This design comes from an exercise in tuning for small area, a short achievable clock period and few clock cycles per item on the open sky130 flow, not from production work. In this exercise RTL edits were held to simulation tests only and were not proved equivalent to the original. Power and IR drop assume default switching activity.

run A:
// tomasulo_core
module tomasulo_core #(
  parameter logic [31:0] REG_INIT = 32'd5
) (
  input  logic        GCLK,
  input  logic        rst,
  input  logic [31:0] inst,          
  input  logic        inst_valid,
  output logic        fetch_en,
  output logic        wb_valid,      
  output logic [31:0] wb_value,
  input  logic [3:0]  dbg_addr,
  output logic [31:0] dbg_data,
  output logic        dbg_pending,
  output logic        idle           
);
Settings: LEC_CHECK=0, CAP_MARGIN=0, CORE_MARGIN=2, CORE_UTILIZATION=40, SETUP_SLACK_MARGIN=5, SLEW_MARGIN=0; clock period 12.0 ns.
run.sh (not shown) runs the stock make flow with config.mk's settings and CLKGATE_MAP_FILE= SYNTH_SCRIPT=/design/flow/synth_recipe.tcl, a recipe that flattens the netlist after the stock synthesis.
Testbench counts of run A, summed over its fixed seeds: cycles 8,282, items 7,706.
Here is what was changed in the inputs of run B compared with run A.
Settings: CORE_UTILIZATION changed from 40 to 60; CAP_MARGIN changed from 0 to 20; SLEW_MARGIN changed from 0 to 20; ABC_AREA newly set to 1.
### Flow results
Run A and run B all finish clean. The required time at the worst-slack endpoint was comparable across run A and run B. Of the two values seen for worst-path cell with the longest stage delay, clkdlybuf4s50_1 was produced by run B and dlygate4sd2_1 by run A. From run A to run B the numbers moved as follows: routed wire length shows an increase of about 7%; I/O pin total shows no meaningful change. Post-synthesis instance area (run B vs. run A) decreases by a few percent. Compared with run A, run B shows a design area that is about 1.2% lower. Run A leaves more setup margin than run B. | total nets after synthesis | lower: run A |. Run B ends up with higher overall track demand over capacity in global routing than run A does. When the final numbers for run A and run B were put side by side, the first-iteration DRC count turned out to be smaller in run A. Run B vs run A — average size of a mapped cell dropped by a little under 10%.
#### Input delta (run C over run B)
Settings: changing CORE_UTILIZATION from 60 to 50; setting CTS_CLUSTER_SIZE to 24 for the first time; removing ABC_AREA (formerly 1); setting CTS_CLUSTER_DIAMETER to 100 for the first time; setting PLACE_DENSITY to 0.75 for the first time.
--- outcome ---
- Run C vs run B — total inserted antenna cells dropped 11.
- Comparing run C and run B, the higher total length of routed met3 wires was measured on run B.
- Diff run B -> run C | overall power after layout | down by more than 10%
- Measured against run B, the power density over cell area of run C comes out at 0.863 times the reference value.
- Effective utilization at floorplan was lower in the run labelled run C.
- The final non-filler cell total number comes out higher for run B vs run C.
- In run C, the detailed route wirelength on metal2 came out 10% below the value in run B.

* * *

== run 1 ==
tomasulo_core again, from the RTL that the note above started with.
make LEC_CHECK=0 CAP_MARGIN=20 CORE_MARGIN=2 CORE_UTILIZATION=40 SETUP_SLACK_MARGIN=4 SLEW_MARGIN=20 finish   # period 12.0 ns
Run 1 reached the final stage; the timing, design-rule and antenna checks on its layout passed.
Testbench counts of run 1, summed over its fixed seeds: cycles 8,282, items 7,706.
For run 2, these inputs were changed with respect to run 1:
- CTS_CLUSTER_DIAMETER now 100, previously not set
- CTS_CLUSTER_SIZE now 24, previously not set
- CORE_UTILIZATION now 50, was 40
- SETUP_SLACK_MARGIN now 5, was 4
Notes after the runs:
Between run 2 and run 1, the total power is lower for run 2. Fmax: run 2 higher than run 1. Looking only at total half-perimeter wirelength after legalization and detailed placement, and setting everything else aside, the higher value of run 2 and run 1 goes to run 2. Comparing shortest clock period the worst path allows after layout for run 2 and run 1, the smaller number came from run 2. Cell count: run 2 < run 1. Run 2 vs run 1, ratio of final minimum period to clock period went down by 8.1 points.
For run 3, these inputs were changed with respect to run 2:
- swapping 24 for 20 in CTS_CLUSTER_SIZE
- swapping 50 for 40 in CORE_UTILIZATION
==> run notes <==
- Total routing usage reported by global routing came out lower on run 3 than on run 2.
- When the final numbers for run 2 and run 3 were put side by side, the number of fill cells turned out to be smaller in run 2.
- Summary — share of cell area taken by multi-input logic gates, run 3 relative to run 2: lower, by 0.68 points.
diff inputs: run 3 => run 4
- clearing CTS_CLUSTER_DIAMETER, which used to be 100
- clearing CTS_CLUSTER_SIZE, which used to be 20
--- outcome ---
- Run 4 ends up with a wire length the detailed router placed on met1 that is about 1.3% higher than in run 3.
- Summary of run 4 over run 3: post-CTS setup repair buffer count went up 1; post-route standard cell area excluding fillers picked up an extra 970 um2; non-filler instance count after layout increased by 0.84% relative to the old numbers; register-to-register slack went down; count of clock-buffer cells in the layout climbed 42%.

==> port drivers added, routing unchanged <==
In the flow no input, the clock included, has a driving cell. The finished layouts below were timed again as built, in two steps. Step 1 assumes that a clkbuf_16 drives the clock port and a buf_2 every other input. Step 2 also shifts input and output timing later by t, the mid clock arrival at the registers, as if the neighbouring blocks saw the same clock. a / b / c = no drivers / after step 1 / after step 2; a / b = the first two.
run | shift t [ns] | slack for setup (ns) | latest minus earliest clock arrival (ns) | cell pins on the clock port's net
run A | 0.683 | 5.010 / 4.983 / 4.983 | 0.037 / 0.037 | 1
run B | 0.713 | 4.851 / 4.824 / 4.824 | 0.040 / 0.040 | 1
run C | 0.711 | 4.917 / 4.893 / 4.893 | 0.030 / 0.030 | 1
run 1 | 0.679 | 4.034 / 4.014 / 4.014 | 0.042 / 0.042 | 1
run 2 | 0.716 | 5.011 / 4.986 / 4.986 | 0.038 / 0.039 | 1
run 3 | 0.656 | 4.949 / 4.924 / 4.924 | 0.029 / 0.030 | 1
run 4 | 0.684 | 5.027 / 5.000 / 5.000 | 0.037 / 0.037 | 1
After both steps setup and hold are still met in every run listed.
